From an optimization exercise on the open Yosys and OpenROAD flow, aimed at small area, a short achievable clock period and few clock cycles; shortcuts taken in it are not production practice. Where RTL was checked, it was by simulation tests only, not by an equivalence proof against the original. Power is estimated from default activity; no workload was simulated.

## accum_bank_ctl
module accum_bank_ctl
#(
    parameter int NUM_CH   = 32,
    parameter int IN_W     = 17,
    parameter int ACC_W    = 24,
    parameter int CNT_W    = 8
) (
    input  logic                    clk,
    input  logic                    reset_n,
    input  logic                    start,
    input  logic [CNT_W-1:0]        len,
    input  logic                    in_valid,
    output logic                    in_ready,
    input  logic [NUM_CH*IN_W-1:0]  accum_i,
    output logic                    out_valid,
    input  logic                    out_ready,
    output logic [NUM_CH*ACC_W-1:0] result,
    output logic [NUM_CH-1:0]       ovf,
    output logic                    busy
);
Size in the first run: roughly 7,400 cells after synthesis, roughly 880 flip-flops, ~1,400 I/O pins, ~0.061 mm² of cells after synthesis.
export LEC_CHECK = 0
export CAP_MARGIN = 20
export CORE_MARGIN = 2
export CORE_UTILIZATION = 55
export SETUP_SLACK_MARGIN = 2.4
export SLEW_MARGIN = 20
create_clock -name core_clock -period 4.8 [get_ports {clk}]
standard.sh (not shown) runs the stock make flow with config.mk's settings and CLKGATE_MAP_FILE= SYNTH_SCRIPT=/design/flow/synth_recipe.tcl, a recipe that flattens the netlist after the stock synthesis.
==> flow/flow/run.sh <==
#!/bin/bash
# Layout flow: the standard layout (standard.sh, ORFS with the standard synthesis), with two
# changes: the port buffers are buf_2 cells instead of the resizer's default pick, and the pins
# may sit on adjacent routing tracks, so the die need not grow to fit 1360 pins.
# Each tool's full output is kept in a log file of its own in this folder.
set -euo pipefail
export BUFFER_PORTS_ARGS="-buffer_cell sky130_fd_sc_hd__buf_2"
export PLACE_PINS_ARGS="-min_distance 1 -min_distance_in_tracks"
bash standard.sh synth > synth.log 2>&1
bash standard.sh > layout.log 2>&1
The first run failed in global routing, error GRT-0116.
Testbench counts at the start, summed over its fixed seeds: cycles 17,923.
Change:
--- a/flow/flow/run.sh
+++ b/flow/flow/run.sh
@@ -3,2 +3,3 @@
-# changes: the port buffers are buf_2 cells instead of the resizer's default pick, and the pins
-# may sit on adjacent routing tracks, so the die need not grow to fit 1360 pins.
+# changes: the port buffers are buf_1 cells instead of the resizer's default pick, and the pins
+# may sit on adjacent routing tracks, so the die need not grow to fit 1360 pins; and global
+# routing derates the layers by 12% instead of 20% (flow/grt.tcl), for the dense pin rows.
@@ -7 +8 @@
-export BUFFER_PORTS_ARGS="-buffer_cell sky130_fd_sc_hd__buf_2"
+export BUFFER_PORTS_ARGS="-buffer_cell sky130_fd_sc_hd__buf_1"
@@ -8,0 +10 @@
+export PRE_GLOBAL_ROUTE_TCL="$(pwd)/flow/grt.tcl"
==> flow/flow/grt.tcl (new file) <==
# Before global routing: derate the routing layers' capacity a little less than the
# platform's 20%, so a single over-full edge near the dense pin rows does not stop the flow.
set_global_routing_layer_adjustment met1-met5 0.12
- CTS_BUF_LIST: default -> sky130_fd_sc_hd__clkbuf_4 sky130_fd_sc_hd__clkbuf_8
What happened: With this change the flow ran to the end with no violations. Area after synthesis stays the same. Synthesized cell count is unchanged.
Change:
--- a/flow/flow/run.sh
+++ b/flow/flow/run.sh
@@ -4,2 +4 @@
-# may sit on adjacent routing tracks, so the die need not grow to fit 1360 pins; and global
-# routing derates the layers by 12% instead of 20% (flow/grt.tcl), for the dense pin rows.
+# may sit on adjacent routing tracks, so the die need not grow to fit 1360 pins.
@@ -10 +8,0 @@
-export PRE_GLOBAL_ROUTE_TCL="$(pwd)/flow/grt.tcl"
- CORE_UTILIZATION: 55 -> 50
- CTS_BUF_LIST: sky130_fd_sc_hd__clkbuf_4 sky130_fd_sc_hd__clkbuf_8 -> default
removed: flow/flow/grt.tcl
Result:
- The changed run completed without violations
- register-to-register slack got worse by 0.04 ns
- die area rose by 9.9%
- cell count stays flat
- non-clock buffer count falls by 48
- first-iteration DRC count falls by 0.78%
- clock-buffer cell count drops by 104
- total power is about the same
- maximum frequency grows by 4.6%
Change:
- CORE_UTILIZATION: 50 -> 60
With this change the flow did not get past global routing with GRT-0116. Synthesized cell count does not change. Synthesized area is unchanged.

* * *

Starting RTL as in the previous note.
==> flow/config.mk <==
export PLATFORM = sky130hd
export DESIGN_NAME = accum_bank_ctl
export DESIGN_NICKNAME = accum_bank_ctl
export VERILOG_FILES = /design/flow/design.v
export SDC_FILE = /design/flow/constraint.sdc
export NUM_CORES = 4
export LEC_CHECK = 0
export CAP_MARGIN = 20
export CORE_MARGIN = 2
export CORE_UTILIZATION = 60
export SETUP_SLACK_MARGIN = 2.4
export SLEW_MARGIN = 20
==> flow/constraint.sdc <==
create_clock -name core_clock -period 4.8 [get_ports {clk}]
set_input_delay 0.9600 -clock core_clock [delete_from_list [all_inputs] [get_ports {clk}]]
set_output_delay 0.9600 -clock core_clock [all_outputs]
set_load 0.01 [all_outputs]
==> flow/flow/run.sh <==
#!/bin/bash
# Layout flow: the standard layout (standard.sh, ORFS with the standard synthesis), with two
# changes: the port buffers are buf_1 cells instead of the resizer's default pick, and the pins
# may sit on adjacent routing tracks, so the die need not grow to fit 1360 pins; and global
# routing derates the layers by 12% instead of 20% (flow/grt.tcl), for the dense pin rows.
# Each tool's full output is kept in a log file of its own in this folder.
set -euo pipefail
export BUFFER_PORTS_ARGS="-buffer_cell sky130_fd_sc_hd__buf_1"
export PLACE_PINS_ARGS="-min_distance 1 -min_distance_in_tracks"
export PRE_GLOBAL_ROUTE_TCL="$(pwd)/flow/grt.tcl"
bash standard.sh synth > synth.log 2>&1
bash standard.sh > layout.log 2>&1
==> flow/flow/grt.tcl <==
# Before global routing: derate the routing layers' capacity a little less than the
# platform's 20%, so a single over-full edge near the dense pin rows does not stop the flow.
set_global_routing_layer_adjustment met1-met5 0.12
Testbench counts at the start, summed over its fixed seeds: cycles 17,923.
==> next run, changes <==
==> flow/flow/run.sh (replaced) <==
#!/bin/bash
# Layout flow: the standard layout (standard.sh, ORFS with the standard synthesis), with two
# changes: the port buffers are buf_1 cells instead of the resizer's default pick, and the pins
# may sit on adjacent routing tracks, so the die need not grow to fit 1360 pins.
# Each tool's full output is kept in a log file of its own in this folder.
set -euo pipefail
export BUFFER_PORTS_ARGS="-buffer_cell sky130_fd_sc_hd__buf_1"
export PLACE_PINS_ARGS="-min_distance 1 -min_distance_in_tracks"
bash standard.sh synth > synth.log 2>&1
bash standard.sh > layout.log 2>&1
CORE_UTILIZATION = 50   (was 60)
SETUP_SLACK_MARGIN = 2.5   (was 2.4)
removed: flow/flow/grt.tcl
What happened: Fmax increases by about 4%; global-route usage decreases by 1.7 points; total power increases by 2.5%.
==> next run, changes <==
--- a/flow/flow/run.sh
+++ b/flow/flow/run.sh
@@ -3,3 +3,4 @@
 # changes: the port buffers are buf_1 cells instead of the resizer's default pick, and the pins
-# may sit on adjacent routing tracks, so the die need not grow to fit 1360 pins.
+# may sit on adjacent routing tracks, so the die need not grow to fit 1360 pins; and global
+# routing derates the layers by 12% instead of 20% (flow/grt.tcl), for the dense pin rows.
 # Each tool's full output is kept in a log file of its own in this folder.
@@ -8,2 +9,3 @@
 export PLACE_PINS_ARGS="-min_distance 1 -min_distance_in_tracks"
+export PRE_GLOBAL_ROUTE_TCL="$(pwd)/flow/grt.tcl"
 bash standard.sh synth > synth.log 2>&1
==> flow/flow/grt.tcl (new file) <==
# Before global routing: derate the routing layers' capacity a little less than the
# platform's 20%, so a single over-full edge near the dense pin rows does not stop the flow.
set_global_routing_layer_adjustment met1-met5 0.12
CORE_UTILIZATION = 55   (was 50)
SETUP_SLACK_MARGIN = 2.4   (was 2.5)
Wire length came out lower by a few percent.
Clock skew came out lower by 0.0069 ns.
Synthesized area is unchanged.
Combinational power hardly moves.
Design area came out lower by a few percent.
Non-clock buffer count came out higher by 10.
Worst setup slack gets worse by 0.050 ns.
==> next run, changes <==
==> flow/flow/run.sh (replaced) <==
#!/bin/bash
# Layout flow: the standard layout (standard.sh, ORFS with the standard synthesis), with two
# changes: the port buffers are buf_2 cells instead of the resizer's default pick, and the pins
# may sit on adjacent routing tracks, so the die need not grow to fit 1360 pins.
# Each tool's full output is kept in a log file of its own in this folder.
set -euo pipefail
export BUFFER_PORTS_ARGS="-buffer_cell sky130_fd_sc_hd__buf_2"
export PLACE_PINS_ARGS="-min_distance 1 -min_distance_in_tracks"
bash standard.sh synth > synth.log 2>&1
bash standard.sh > layout.log 2>&1
CORE_UTILIZATION = 45   (was 55)
removed: flow/flow/grt.tcl
The changed run produced a clean layout.
Clock skew grows by 0.0072 ns.
Worst setup slack improves by 0.0036 ns.
First-iteration DRC count drops by 7.7%.
Design area goes up by about 3%.
Synthesized cell count does not change.
Combinational power stays flat.
Via count stays flat.
Global-route usage fell by 2.2 points.
Flip-flop and latch count is unchanged.
Clock-buffer cell count does not change.
Total power is higher by about 2.5%.

* * *

Another version of the RTL of accum_bank_ctl (not shown whole).
Size: ~6700 cells after synthesis, about 840 flip-flops, ~1400 I/O pins.
clock: 4.8 ns
lec_check: 0
cap_margin: 20
core_margin: 2
core_utilization: 45
setup_slack_margin: 2.3
slew_margin: 20
==> flow/flow/run.sh <==
#!/bin/bash
# Layout flow: the standard layout (standard.sh, ORFS with the standard synthesis), with two
# changes: the port buffers are buf_2 cells instead of the resizer's default pick, and the pins
# may sit on adjacent routing tracks, so the die need not grow to fit 1360 pins.
# Each tool's full output is kept in a log file of its own in this folder.
set -euo pipefail
export BUFFER_PORTS_ARGS="-buffer_cell sky130_fd_sc_hd__buf_2"
export PLACE_PINS_ARGS="-min_distance 1 -min_distance_in_tracks"
bash standard.sh synth > synth.log 2>&1
bash standard.sh > layout.log 2>&1
Change:
==> flow/run.sh (new file) <==
#!/bin/bash
# synth_recipe.tcl (not shown) runs the flow's synth.tcl, then flattens the netlist and writes it again
# the make line also repeats each setting of config.mk as NAME=value (left out here)
make -C /OpenROAD-flow-scripts/flow DESIGN_CONFIG=/design/flow/config.mk WORK_HOME=/design/flow/orfs CLKGATE_MAP_FILE= SYNTH_SCRIPT=/design/flow/synth_recipe.tcl finish
- CORE_AREA: default -> 4 4 466 466
- CORE_MARGIN: 2 -> default
- CORE_UTILIZATION: 45 -> default
- DIE_AREA: default -> 0 0 470 470
removed: flow/flow/run.sh
removed: flow/standard.sh
Effect: Design area is higher by 15%; cell count is higher by 13%; synthesized cell count stays the same; maximum frequency is lower by 2.9%; sequential power is higher by about 2%; first-iteration DRC count is lower by 11%.
No run of this note included a check of the RTL's function; only the layout flow was run.

* * *

accum_bank_ctl, a different RTL version from the one above (not shown whole).
Size: ~6000 cells after synthesis, about 0.052 mm^2 of cells after synthesis.
export LEC_CHECK = 0
export CAP_MARGIN = 20
export CORE_MARGIN = 2
export CORE_UTILIZATION = 35
export SETUP_SLACK_MARGIN = 2.4
export SLEW_MARGIN = 20
create_clock -name core_clock -period 4.8 [get_ports {clk}]
==> flow/flow/run.sh <==
#!/bin/bash
# Layout flow: the standard layout (standard.sh, ORFS with the standard synthesis), with
# these changes: the port buffers are buf_2 cells instead of the resizer's default pick; the
# pins may sit on adjacent routing tracks, so the die need not grow to fit 1360 pins; and the
# placement repair caps net fanout (flow/fanout.tcl) so wide control nets get buffer trees.
# Each tool's full output is kept in a log file of its own in this folder.
set -euo pipefail
export BUFFER_PORTS_ARGS="-buffer_cell sky130_fd_sc_hd__buf_2"
export PLACE_PINS_ARGS="-min_distance 1 -min_distance_in_tracks"
export PRE_RESIZE_TCL="$(pwd)/flow/fanout.tcl"
export PRE_GLOBAL_ROUTE_TCL="$(pwd)/flow/grt.tcl"
bash standard.sh synth > synth.log 2>&1
bash standard.sh > layout.log 2>&1
==> flow/flow/fanout.tcl <==
# Before the placement repair: cap every net's fanout, so that repair_design builds buffer
# trees for the wide control nets (the beat and job-accept signals reach every lane).
set_max_fanout 12 [current_design]
==> flow/flow/grt.tcl <==
# Before global routing: derate the routing layers' capacity a little less than the
# platform's 20%, so a single over-full edge near the dense pin rows does not stop the flow.
set_global_routing_layer_adjustment met1-met5 0.12
The first run ran to the end with no violations.
Change:
==> flow/flow/run.sh (replaced) <==
#!/bin/bash
# Layout flow: the standard layout (standard.sh, ORFS with the standard synthesis), with two
# changes: the port buffers are buf_2 cells instead of the resizer's default pick, and the pins
# may sit on adjacent routing tracks, so the die need not grow to fit 1360 pins.
# Each tool's full output is kept in a log file of its own in this folder.
set -euo pipefail
export BUFFER_PORTS_ARGS="-buffer_cell sky130_fd_sc_hd__buf_2"
export PLACE_PINS_ARGS="-min_distance 1 -min_distance_in_tracks"
bash standard.sh synth > synth.log 2>&1
bash standard.sh > layout.log 2>&1
removed: flow/flow/fanout.tcl
removed: flow/flow/grt.tcl
After rerunning: The new run passed the timing, design-rule and antenna checks. Total power is lower slightly. Via count went down slightly. Final area fell by a few percent. Setup slack improves by 88 ps. Sequential cell count is unchanged. Area after synthesis does not change.
Change:
Settings changed: CORE_UTILIZATION 35 to 45.
Outcome: This time the run ended with an error in global routing (5_1_grt); synthesized cell count stays the same; synthesized area is unchanged.
Change:
==> flow/flow/run.sh (replaced) <==
#!/bin/bash
# Layout flow: the standard layout (standard.sh, ORFS with the standard synthesis), with
# these changes: the port buffers are buf_2 cells instead of the resizer's default pick; the
# pins may sit on adjacent routing tracks, so the die need not grow to fit 1360 pins; and the
# placement repair caps net fanout (flow/fanout.tcl) so wide control nets get buffer trees.
# Each tool's full output is kept in a log file of its own in this folder.
set -euo pipefail
export BUFFER_PORTS_ARGS="-buffer_cell sky130_fd_sc_hd__buf_2"
export PLACE_PINS_ARGS="-min_distance 1 -min_distance_in_tracks"
export PRE_RESIZE_TCL="$(pwd)/flow/fanout.tcl"
bash standard.sh synth > synth.log 2>&1
bash standard.sh > layout.log 2>&1
==> flow/flow/fanout.tcl (new file) <==
# Before the placement repair: cap every net's fanout, so that repair_design builds buffer
# trees for the wide control nets (the beat and job-accept signals reach every lane).
set_max_fanout 12 [current_design]
Settings changed: CORE_UTILIZATION 45 to 35.
What happened: The new run died in global routing (5_1_grt); synthesized cell count stays the same; area after synthesis stays the same.
No functional check of the RTL was part of any run of this note.

* * *

Another version of the RTL of accum_bank_ctl (not shown whole).
Size in the first run: roughly 850 flip-flops.
make LEC_CHECK=0 CAP_MARGIN=20 CORE_AREA='4 4 466 466' DIE_AREA='0 0 470 470' SETUP_SLACK_MARGIN=2.0 SLEW_MARGIN=20 finish   # period 4.8 ns
run.sh (not shown) runs the stock make flow with config.mk's settings and CLKGATE_MAP_FILE= SYNTH_SCRIPT=/design/flow/synth_recipe.tcl, a recipe that flattens the netlist after the stock synthesis.
Stock flow here: none of the scripts above is used.
The starting point produced a clean layout.
Then changed:
- CORE_AREA: 4 4 466 466 -> not set
- CORE_MARGIN: not set -> 2
- CORE_UTILIZATION: not set -> 40
- DIE_AREA: 0 0 470 470 -> not set
- SETUP_SLACK_MARGIN: 2.0 -> 1.0
Outcome: The new run aborted during I/O pin placement. Synthesized cell count stays the same. Area after synthesis is unchanged.
Then changed:
- SETUP_SLACK_MARGIN: 1.0 -> 2.0
Effect: The changed run ended with an error in I/O pin placement, error PPL-0024. Area after synthesis is unchanged. Synthesized cell count is unchanged.
Function was not checked in any run of this note: the RTL went through the layout flow alone.

* * *

RTL: one of the versions met above, not the one the previous note started from.
For scale: ~7400 cells after synthesis, roughly 880 flip-flops, roughly 61000 um2 of cells after synthesis.
==> flow/config.mk <==
export PLATFORM = sky130hd
export DESIGN_NAME = accum_bank_ctl
export DESIGN_NICKNAME = accum_bank_ctl
export VERILOG_FILES = /design/flow/design.v
export SDC_FILE = /design/flow/constraint.sdc
export NUM_CORES = 4
export LEC_CHECK = 0
export CAP_MARGIN = 20
export CORE_MARGIN = 2
export CORE_UTILIZATION = 45
export SETUP_SLACK_MARGIN = 2.7
export SLEW_MARGIN = 20
==> flow/constraint.sdc <==
create_clock -name core_clock -period 4.8 [get_ports {clk}]
set_input_delay 0.9600 -clock core_clock [delete_from_list [all_inputs] [get_ports {clk}]]
set_output_delay 0.9600 -clock core_clock [all_outputs]
set_load 0.01 [all_outputs]
standard.sh (not shown) runs the stock make flow with config.mk's settings and CLKGATE_MAP_FILE= SYNTH_SCRIPT=/design/flow/synth_recipe.tcl, a recipe that flattens the netlist after the stock synthesis.
==> flow/flow/run.sh <==
#!/bin/bash
# Layout flow: the standard layout (standard.sh, ORFS with the standard synthesis), with two
# changes: the port buffers are buf_2 cells instead of the resizer's default pick, and the pins
# may sit on adjacent routing tracks, so the die need not grow to fit 1360 pins.
# Each tool's full output is kept in a log file of its own in this folder.
set -euo pipefail
export BUFFER_PORTS_ARGS="-buffer_cell sky130_fd_sc_hd__buf_2"
export PLACE_PINS_ARGS="-min_distance 1 -min_distance_in_tracks"
bash standard.sh synth > synth.log 2>&1
bash standard.sh > layout.log 2>&1
The first run went through all stages and came out clean.
Testbench counts at the start, summed over its fixed seeds: cycles 17,923.
==> next run, changes <==
==> flow/flow/run.sh (replaced) <==
#!/bin/bash
# Layout flow: the standard layout (standard.sh, ORFS with the standard synthesis), with two
# changes: the port buffers are buf_1 cells instead of the resizer's default pick, and the pins
# may sit on adjacent routing tracks, so the die need not grow to fit 1360 pins.
# Each tool's full output is kept in a log file of its own in this folder.
set -euo pipefail
export BUFFER_PORTS_ARGS="-buffer_cell sky130_fd_sc_hd__buf_1"
export PLACE_PINS_ARGS="-min_distance 1 -min_distance_in_tracks"
bash standard.sh synth > synth.log 2>&1
bash standard.sh > layout.log 2>&1
Settings changed: CORE_UTILIZATION 45 to 50, SETUP_SLACK_MARGIN 2.7 to 2.3.
What happened: Wire length decreases by 13%; power decreases by about 13%; setup slack loses 52 ps; cell count decreases by 9.1%; via count decreases by about 8%; combinational power decreases by about 24%; design area decreases by 22%; global-route usage decreases by 0.64 points; sequential share of layout area increases by 3.3 points; sequential cell count is unchanged.

-- what the ideal ports hide --
The results above use ideal ports. As a check the final layouts listed here were re-extracted and re-timed, cells and wires unchanged.
Step 1, drivers: a clkbuf_16 drives clk and a buf_2 each remaining input, both assumed.
Step 2, shift: input delay + t, output delay - t, t = (earliest + latest rising clock arrival at the registers) / 2. This alone moves slack from input paths to output paths.
Slacks: ideal ports / drivers / drivers and shift; pairs: ideal ports / drivers.
| run | t (ns) | setup WS [ns] | worst setup path after step 2 | slew at the worst register clock pin (ns) | worst slew at a driven data input, ns |
|---|---|---|---|---|---|
| the second run of note 1 | 0.932 | 2.308 / 2.228 / 1.477 | input to register | 0.07 / 0.07 | 0.29 |
| the third run of note 1 | 0.801 | 2.418 / 2.334 / 1.771 | input to register | 0.07 / 0.07 | 0.25 |
| the first run of note 2 | 0.766 | 2.364 / 2.284 / 1.600 | input to register | 0.07 / 0.07 | 0.29 |
| the second run of note 2 | 0.795 | 2.453 / 2.371 / 1.757 | input to register | 0.07 / 0.07 | 0.26 |
| the third run of note 2 | 0.780 | 2.402 / 2.321 / 1.700 | input to register | 0.07 / 0.07 | 0.29 |
| the fourth run of note 2 | 0.790 | 2.406 / 2.326 / 1.814 | input to register | 0.07 / 0.07 | 0.22 |
| the first run of note 3 | 0.768 | 2.105 / 2.118 / 1.379 | input to register | 0.07 / 0.07 | 0.25 |
| the second run of note 3 | 0.830 | 2.024 / 2.066 / 1.236 | input to register | 0.08 / 0.08 | 0.27 |
| the first run of note 4 | 0.788 | 1.864 / 1.860 / 1.132 | input to register | 0.07 / 0.07 | 0.20 |
| the second run of note 4 | 0.784 | 1.952 / 1.817 / 1.033 | input to register | 0.07 / 0.07 | 0.26 |
| the first run of note 5 | 0.826 | 1.340 / 1.340 / 0.639 | input to register | 0.08 / 0.08 | 0.31 |
| the first run of note 6 | 0.811 | 2.360 / 2.276 / 1.632 | input to register | 0.07 / 0.07 | 0.29 |
| the second run of note 6 | 0.802 | 2.308 / 2.229 / 1.683 | input to register | 0.07 / 0.07 | 0.28 |
After both steps every run listed still meets setup and hold. The setup slack of the second run of note 4, which loses most, moves by -0.135 ns with the drivers and by -0.919 ns with both steps.
